Context: an optimization exercise on an open-source flow, tuned for small area and a short achievable clock period. The choices shown serve that exercise and are no tape-out recipe. The RTL was checked by simulation tests, not by an equivalence proof against the original design. No activity file was given, so power comes from the tool's default toggle rates.

==> flow/design.v (excerpt) <==
module main_mem_responder (
  input  logic        clk,
  input  logic        rst,
  input  logic        MemoryRequest,
  input  logic        MemoryWriteEnable,
  input  logic [15:0] MemoryAddressIn,
  input  logic [15:0] MemoryDataIn,
  output logic        MemStall,
  output logic        MemDataValid,
  output logic [15:0] MemDataOut,
  output logic [15:0] MemAddressOut
);
  logic [15:0] mem_q [256];
  logic        busy_q;                
  logic        rv0_q, rv1_q, rv2_q, rv3_q;
  logic [15:0] ra0_q, ra1_q, ra2_q, ra3_q;
  logic [15:0] wpa_q [2], wpb_q [2];  
  logic [15:0] wc_q;                  
  logic [15:0] rsel_q [2];            
  logic [15:0] grpn_q [16];           
  logic [15:0] do_q;
  logic rd_accept, wr_accept;
  assign rd_accept = rst & MemoryRequest & ~MemoryWriteEnable;
  assign wr_accept = rst & MemoryRequest & MemoryWriteEnable & ~busy_q;
  assign MemStall  = rst & MemoryRequest & MemoryWriteEnable & busy_q;
  always_ff @(posedge clk) begin
    busy_q <= rst & (rd_accept | rv0_q | rv1_q);
    rv0_q  <= rd_accept;
    rv1_q  <= rst & rv0_q;
    rv2_q  <= rst & rv1_q;
    rv3_q  <= rst & rv2_q;
    for (int c = 0; c < 2; c++) begin
      for (int i = 0; i < 16; i++) begin
        wpa_q[c][i] <= wr_accept & (MemoryAddressIn[4:1] == i[3:0]) & (MemoryAddressIn[5] == c[0]);
        wpb_q[c][i] <= (MemoryAddressIn[8:5] == i[3:0]) & (MemoryAddressIn[1] == c[0]);
      end
    end
    wc_q   <= MemoryDataIn;
    ra0_q  <= MemoryAddressIn;
    ra1_q  <= ra0_q;
    ra2_q  <= ra1_q;
    ra3_q  <= (rst & rv2_q) ? ra2_q : 16'h0000;
    for (int c = 0; c < 2; c++)
      for (int i = 0; i < 16; i++) rsel_q[c][i] <= (ra0_q[4:1] == i[3:0]) & (ra0_q[5] == c[0]);
  end
  logic [255:0] wr1, wr2;
  always_comb begin
  ...
For scale: about 70 I/O pins, roughly 0.15 sq mm of cells after synthesis.
==> module mr_o22a, before the edit <==
module mr_o22a (input logic a1, a2, b1, b2, output logic y);
  assign y = (a1 | a2) & (b1 | b2);
endmodule
==> module main_mem_responder, before the edit <==
module main_mem_responder (
  input  logic        clk,
  input  logic        rst,
  input  logic        MemoryRequest,
  input  logic        MemoryWriteEnable,
  input  logic [15:0] MemoryAddressIn,
  input  logic [15:0] MemoryDataIn,
  output logic        MemStall,
  output logic        MemDataValid,
  output logic [15:0] MemDataOut,
  output logic [15:0] MemAddressOut
);
  logic [15:0] mem_q [256];
  logic        busy_q;                
  logic        rv0_q, rv1_q, rv2_q, rv3_q;
  logic [15:0] ra0_q, ra1_q, ra2_q, ra3_q;
  logic [15:0] wpa_q [2], wpb_q [2];  
  logic [15:0] wc_q;                  
  logic [15:0] rsel_q [2];            
  logic [15:0] grpn_q [16];           
  logic [15:0] do_q;
  logic rd_accept, wr_accept;
  assign rd_accept = rst & MemoryRequest & ~MemoryWriteEnable;
  assign wr_accept = rst & MemoryRequest & MemoryWriteEnable & ~busy_q;
  assign MemStall  = rst & MemoryRequest & MemoryWriteEnable & busy_q;
  always_ff @(posedge clk) begin
    busy_q <= rst & (rd_accept | rv0_q | rv1_q);
    rv0_q  <= rd_accept;
    rv1_q  <= rst & rv0_q;
    rv2_q  <= rst & rv1_q;
    rv3_q  <= rst & rv2_q;
    for (int c = 0; c < 2; c++) begin
      for (int i = 0; i < 16; i++) begin
        wpa_q[c][i] <= wr_accept & (MemoryAddressIn[4:1] == i[3:0]) & (MemoryAddressIn[5] == c[0]);
        wpb_q[c][i] <= (MemoryAddressIn[8:5] == i[3:0]) & (MemoryAddressIn[1] == c[0]);
      end
    end
    wc_q   <= MemoryDataIn;
    ra0_q  <= MemoryAddressIn;
    ra1_q  <= ra0_q;
    ra2_q  <= ra1_q;
    ra3_q  <= (rst & rv2_q) ? ra2_q : 16'h0000;
    for (int c = 0; c < 2; c++)
      for (int i = 0; i < 16; i++) rsel_q[c][i] <= (ra0_q[4:1] == i[3:0]) & (ra0_q[5] == c[0]);
  end
  logic [255:0] wr1, wr2;
  always_comb begin
    for (int w = 0; w < 256; w++) begin
      wr1[w] = wpa_q[(w / 16) % 2][w % 16] & wpb_q[w % 2][w / 16];
      wr2[w] = ~wr1[w];
    end
  end
  logic [15:0] mem_d [256];
  for (genvar w = 0; w < 256; w++) begin : g_row
    for (genvar b = 0; b < 16; b++) begin : g_bit
      mr_o22a u_nx (.a1(mem_q[w][b]), .a2(wr1[w]), .b1(wc_q[b]), .b2(wr2[w]), .y(mem_d[w][b]));
    end
  end
  always_ff @(posedge clk) begin
    for (int w = 0; w < 256; w++) mem_q[w] <= mem_d[w];
  end
  logic [15:0] grpn [16];
  for (genvar g = 0; g < 16; g++) begin : g_part
    for (genvar b = 0; b < 16; b++) begin : g_bit
      logic [15:0] col;
      for (genvar i = 0; i < 16; i++) begin : g_w
        assign col[i] = mem_q[g * 16 + i][b];
      end
      mr_sel16 u_sel (.sel(rsel_q[g % 2]), .q(col), .y_n(grpn[g][b]));
    end
  end
  always_ff @(posedge clk) begin
    for (int g = 0; g < 16; g++) grpn_q[g] <= grpn[g];
    do_q  <= (rst & rv2_q) ? ~grpn_q[ra2_q[8:5]] : 16'h0000;
  end
  assign MemDataValid  = rv3_q;
  assign MemDataOut    = do_q;
  assign MemAddressOut = ra3_q;
endmodule
Settings: LEC_CHECK=0, CAP_MARGIN=20, CORE_MARGIN=2, CORE_UTILIZATION=40, CTS_CLUSTER_DIAMETER=80, CTS_CLUSTER_SIZE=24, SETUP_SLACK_MARGIN=1.3, SLEW_MARGIN=20, SYNTH_HIERARCHICAL=1; clock period 3.5 ns.
run.sh (not shown) runs the stock make flow with config.mk's settings and CLKGATE_MAP_FILE= SYNTH_SCRIPT=/design/flow/synth_recipe.tcl, a recipe that flattens the netlist after the stock synthesis.
Edit:
--- a/flow/design.v
+++ b/flow/design.v
@@ -1,6 +1,6 @@
-module mr_o22a (input logic a1, a2, b1, b2, output logic y);
-  assign y = (a1 | a2) & (b1 | b2);
+module mr_o22ai (input logic a1, a2, b1, b2, output logic y);
+  assign y = ~((a1 | a2) & (b1 | b2));
 endmodule
 module mr_a222oi (input logic a1, a2, b1, b2, c1, c2, output logic y);
   assign y = ~((a1 & a2) | (b1 & b2) | (c1 & c2));
 endmodule
@@ -37,21 +37,24 @@
   output logic [15:0] MemDataOut,
   output logic [15:0] MemAddressOut
 );
   logic [15:0] mem_q [256];
+  logic        ph_q;                  
   logic        busy_q;                
   logic        rv0_q, rv1_q, rv2_q, rv3_q;
   logic [15:0] ra0_q, ra1_q, ra2_q, ra3_q;
   logic [15:0] wpa_q [2], wpb_q [2];  
   logic [15:0] wc_q;                  
   logic [15:0] rsel_q [2];            
   logic [15:0] grpn_q [16];           
+  logic        ph2_q;                 
   logic [15:0] do_q;
   logic rd_accept, wr_accept;
   assign rd_accept = rst & MemoryRequest & ~MemoryWriteEnable;
   assign wr_accept = rst & MemoryRequest & MemoryWriteEnable & ~busy_q;
   assign MemStall  = rst & MemoryRequest & MemoryWriteEnable & busy_q;
   always_ff @(posedge clk) begin
+    ph_q   <= ~ph_q;
     busy_q <= rst & (rd_accept | rv0_q | rv1_q);
     rv0_q  <= rd_accept;
     rv1_q  <= rst & rv0_q;
     rv2_q  <= rst & rv1_q;
@@ -61,9 +64,9 @@
         wpa_q[c][i] <= wr_accept & (MemoryAddressIn[4:1] == i[3:0]) & (MemoryAddressIn[5] == c[0]);
         wpb_q[c][i] <= (MemoryAddressIn[8:5] == i[3:0]) & (MemoryAddressIn[1] == c[0]);
       end
     end
-    wc_q   <= MemoryDataIn;
+    wc_q   <= MemoryDataIn ^ {16{~ph_q}};
     ra0_q  <= MemoryAddressIn;
     ra1_q  <= ra0_q;
     ra2_q  <= ra1_q;
     ra3_q  <= (rst & rv2_q) ? ra2_q : 16'h0000;
@@ -79,9 +82,9 @@
   end
   logic [15:0] mem_d [256];
   for (genvar w = 0; w < 256; w++) begin : g_row
     for (genvar b = 0; b < 16; b++) begin : g_bit
-      mr_o22a u_nx (.a1(mem_q[w][b]), .a2(wr1[w]), .b1(wc_q[b]), .b2(wr2[w]), .y(mem_d[w][b]));
+      mr_o22ai u_nx (.a1(mem_q[w][b]), .a2(wr1[w]), .b1(wc_q[b]), .b2(wr2[w]), .y(mem_d[w][b]));
     end
   end
   always_ff @(posedge clk) begin
     for (int w = 0; w < 256; w++) mem_q[w] <= mem_d[w];
@@ -97,9 +100,10 @@
     end
   end
   always_ff @(posedge clk) begin
     for (int g = 0; g < 16; g++) grpn_q[g] <= grpn[g];
-    do_q  <= (rst & rv2_q) ? ~grpn_q[ra2_q[8:5]] : 16'h0000;
+    ph2_q <= ph_q;
+    do_q  <= (rst & rv2_q) ? (grpn_q[ra2_q[8:5]] ^ {16{~ph2_q}}) : 16'h0000;
   end
   assign MemDataValid  = rv3_q;
   assign MemDataOut    = do_q;
   assign MemAddressOut = ra3_q;
Effect:
- power goes up by 0.78%
- flip-flop and latch count went up by 2
- worst setup slack gets better by 0.058 ns
- routed wire length came out lower by 5.9%
- area after synthesis falls by 6.4%
- utilization is lower by 0.30 points
- non-clock buffer count came out lower by 210
- clock-buffer cell count went down by 14
- sequential power stays flat
- via count drops by 2.6%

* * *

The RTL this note starts from:
==> flow/design.v <==
module mr_o22ai (input logic a1, a2, b1, b2, output logic y);
  assign y = ~((a1 | a2) & (b1 | b2));
endmodule
module mr_a222oi (input logic a1, a2, b1, b2, c1, c2, output logic y);
  assign y = ~((a1 & a2) | (b1 & b2) | (c1 & c2));
endmodule
module mr_a22oi (input logic a1, a2, b1, b2, output logic y);
  assign y = ~((a1 & a2) | (b1 & b2));
endmodule
module mr_nand4 (input logic a, b, c, d, output logic y);
  assign y = ~(a & b & c & d);
endmodule
module mr_nand3 (input logic a, b, c, output logic y);
  assign y = ~(a & b & c);
endmodule
module mr_nor3 (input logic a, b, c, output logic y);
  assign y = ~(a | b | c);
endmodule
module mr_sel32 (input logic [31:0] sel, input logic [31:0] q, output logic y_n);
  logic [10:0] l1;    
  logic [2:0]  l2;    
  for (genvar k = 0; k < 10; k++) begin : g_l1
    mr_a222oi u (.a1(sel[3*k]), .a2(q[3*k]), .b1(sel[3*k+1]), .b2(q[3*k+1]),
                 .c1(sel[3*k+2]), .c2(q[3*k+2]), .y(l1[k]));
  end
  mr_a22oi u_l1_last (.a1(sel[30]), .a2(q[30]), .b1(sel[31]), .b2(q[31]), .y(l1[10]));
  mr_nand4 u_l2_0 (.a(l1[0]), .b(l1[1]), .c(l1[2]), .d(l1[3]), .y(l2[0]));
  mr_nand4 u_l2_1 (.a(l1[4]), .b(l1[5]), .c(l1[6]), .d(l1[7]), .y(l2[1]));
  mr_nand3 u_l2_2 (.a(l1[8]), .b(l1[9]), .c(l1[10]), .y(l2[2]));
  mr_nor3 u_l3 (.a(l2[0]), .b(l2[1]), .c(l2[2]), .y(y_n));
endmodule
module main_mem_responder (
  input  logic        clk,
  input  logic        rst,
  input  logic        MemoryRequest,
  input  logic        MemoryWriteEnable,
  input  logic [15:0] MemoryAddressIn,
  input  logic [15:0] MemoryDataIn,
  output logic        MemStall,
  output logic        MemDataValid,
  output logic [15:0] MemDataOut,
  output logic [15:0] MemAddressOut
);
  logic [15:0] mem_q [256];
  logic        ph_q;                  
  logic        busy_q;                
  logic        rv0_q, rv1_q, rv2_q, rv3_q;
  logic [15:0] ra0_q, ra1_q, ra2_q, ra3_q;
  logic [15:0] wpa_q, wpb_q;          
  logic [15:0] wc_q;                  
  logic [31:0] rsel_q;                
  logic [15:0] grpn_q [8];            
  logic        ph2_q;                 
  logic [15:0] do_q;
  logic rd_accept, wr_accept;
  assign rd_accept = rst & MemoryRequest & ~MemoryWriteEnable;
  assign wr_accept = rst & MemoryRequest & MemoryWriteEnable & ~busy_q;
  assign MemStall  = rst & MemoryRequest & MemoryWriteEnable & busy_q;
  always_ff @(posedge clk) begin
    ph_q   <= ~ph_q;
    busy_q <= rst & (rd_accept | rv0_q | rv1_q);
    rv0_q  <= rd_accept;
    rv1_q  <= rst & rv0_q;
    rv2_q  <= rst & rv1_q;
    rv3_q  <= rst & rv2_q;
    for (int i = 0; i < 16; i++) begin
      wpa_q[i] <= wr_accept & (MemoryAddressIn[4:1] == i[3:0]);
      wpb_q[i] <= (MemoryAddressIn[8:5] == i[3:0]);
    end
    wc_q   <= MemoryDataIn ^ {16{~ph_q}};
    ra0_q  <= MemoryAddressIn;
    ra1_q  <= ra0_q;
    ra2_q  <= ra1_q;
    ra3_q  <= (rst & rv2_q) ? ra2_q : 16'h0000;
    for (int i = 0; i < 32; i++) rsel_q[i] <= (ra0_q[5:1] == i[4:0]);
  end
  logic [255:0] wr1, wr2;
  always_comb begin
    for (int w = 0; w < 256; w++) begin
      wr1[w] = wpa_q[w % 16] & wpb_q[w / 16];
      wr2[w] = ~wr1[w];
    end
  end
  logic [15:0] mem_d [256];
  for (genvar w = 0; w < 256; w++) begin : g_row
    for (genvar b = 0; b < 16; b++) begin : g_bit
      mr_o22ai u_nx (.a1(mem_q[w][b]), .a2(wr1[w]), .b1(wc_q[b]), .b2(wr2[w]), .y(mem_d[w][b]));
    end
  end
  always_ff @(posedge clk) begin
    for (int w = 0; w < 256; w++) mem_q[w] <= mem_d[w];
  end
  logic [15:0] grpn [8];
  for (genvar g = 0; g < 8; g++) begin : g_eighth
    for (genvar b = 0; b < 16; b++) begin : g_bit
      logic [31:0] col;
      for (genvar i = 0; i < 32; i++) begin : g_w
        assign col[i] = mem_q[g * 32 + i][b];
      end
      mr_sel32 u_sel (.sel(rsel_q), .q(col), .y_n(grpn[g][b]));
    end
  end
  always_ff @(posedge clk) begin
    for (int g = 0; g < 8; g++) grpn_q[g] <= grpn[g];
    ph2_q <= ph_q;
    do_q  <= (rst & rv2_q) ? (grpn_q[ra2_q[8:6]] ^ {16{~ph2_q}}) : 16'h0000;
  end
  assign MemDataValid  = rv3_q;
  assign MemDataOut    = do_q;
  assign MemAddressOut = ra3_q;
endmodule
Settings: LEC_CHECK=0, CAP_MARGIN=20, CORE_MARGIN=2, CORE_UTILIZATION=40, CTS_CLUSTER_DIAMETER=80, CTS_CLUSTER_SIZE=24, SETUP_SLACK_MARGIN=1.2, SLEW_MARGIN=20, SYNTH_HIERARCHICAL=1; clock period 3.5 ns.
Edit:
--- a/flow/design.v
+++ b/flow/design.v
@@ -46,9 +46,9 @@
   logic        busy_q;                
   logic        rv0_q, rv1_q, rv2_q, rv3_q;
   logic [15:0] ra0_q, ra1_q, ra2_q, ra3_q;
-  logic [15:0] wpa_q, wpb_q;          
+  logic [15:0] wpa_q [2], wpb_q [2];  
   logic [15:0] wc_q;                  
-  logic [31:0] rsel_q;                
+  logic [31:0] rsel_q [2];            
   logic [15:0] grpn_q [8];            
   logic        ph2_q;                 
   logic [15:0] do_q;
@@ -63,21 +63,24 @@
     rv1_q  <= rst & rv0_q;
     rv2_q  <= rst & rv1_q;
     rv3_q  <= rst & rv2_q;
-    for (int i = 0; i < 16; i++) begin
-      wpa_q[i] <= wr_accept & (MemoryAddressIn[4:1] == i[3:0]);
-      wpb_q[i] <= (MemoryAddressIn[8:5] == i[3:0]);
+    for (int c = 0; c < 2; c++) begin
+      for (int i = 0; i < 16; i++) begin
+        wpa_q[c][i] <= wr_accept & (MemoryAddressIn[4:1] == i[3:0]) & (MemoryAddressIn[5] == c[0]);
+        wpb_q[c][i] <= (MemoryAddressIn[8:5] == i[3:0]) & (MemoryAddressIn[1] == c[0]);
+      end
     end
     wc_q   <= MemoryDataIn ^ {16{~ph_q}};
     ra0_q  <= MemoryAddressIn;
     ra1_q  <= ra0_q;
     ra2_q  <= ra1_q;
     ra3_q  <= (rst & rv2_q) ? ra2_q : 16'h0000;
-    for (int i = 0; i < 32; i++) rsel_q[i] <= (ra0_q[5:1] == i[4:0]);
+    for (int c = 0; c < 2; c++)
+      for (int i = 0; i < 32; i++) rsel_q[c][i] <= (ra0_q[5:1] == i[4:0]) & (ra0_q[6] == c[0]);
   end
   logic [255:0] wr1, wr2;
   always_comb begin
     for (int w = 0; w < 256; w++) begin
-      wr1[w] = wpa_q[w % 16] & wpb_q[w / 16];
+      wr1[w] = wpa_q[(w / 16) % 2][w % 16] & wpb_q[w % 2][w / 16];
       wr2[w] = ~wr1[w];
     end
   end
@@ -97,7 +100,7 @@
       for (genvar i = 0; i < 32; i++) begin : g_w
         assign col[i] = mem_q[g * 32 + i][b];
       end
-      mr_sel32 u_sel (.sel(rsel_q), .q(col), .y_n(grpn[g][b]));
+      mr_sel32 u_sel (.sel(rsel_q[g % 2]), .q(col), .y_n(grpn[g][b]));
     end
   end
   always_ff @(posedge clk) begin
Clock power goes up by about 4%.
Die area goes up by 1.3%.
Routed wire length goes up by about 1.3%.
Maximum frequency goes up by 4.2%.
Design area goes up by 2.2%.
Sequential power goes down by about 0.8%.
Setup slack gets better by 0.099 ns.
Sequential share of layout area goes down by 0.39 points.
Hold slack stays flat.
Power goes down by about 0.4%.
Via count goes up by 1.3%.
Register-to-register slack gets better by 0.099 ns.

## re-timing with driven ports
Ports are ideal in the flow. The routed layouts listed here were re-timed in OpenROAD.
Step 1 assumes that a clkbuf_16 drives the clock port and a buf_2 every other input.
Step 2 adds t to the input delays and takes it off the output delays; t is the mean of the earliest and latest rising clock arrival at the registers after step 1. Input paths then give back, and output paths get back, about the clock's delay inside the block.
a / b / c = no drivers / after step 1 / after step 2; a / b = the first two.
run | t (ns) | setup WS [ns] | worst setup path after step 2 | clock arrival spread, ns | pins driven straight from the clock port
the first run of note 1 | 1.109 | 1.138 / 1.045 / 0.706 | input to register | 0.061 / 0.061 | 1
the second run of note 1 | 1.024 | 1.196 / 1.148 / 0.755 | input to register | 0.088 / 0.088 | 1
the first run of note 2 | 1.053 | 1.013 / 1.013 / 0.821 | input to register | 0.092 / 0.092 | 1
the second run of note 2 | 1.042 | 1.112 / 1.089 / 0.822 | input to register | 0.106 / 0.106 | 1
After both steps setup and hold are still met in every run listed. The setup slack of the second run of note 1, which loses most, moves by -0.048 ns with the drivers and by -0.441 ns with both steps.
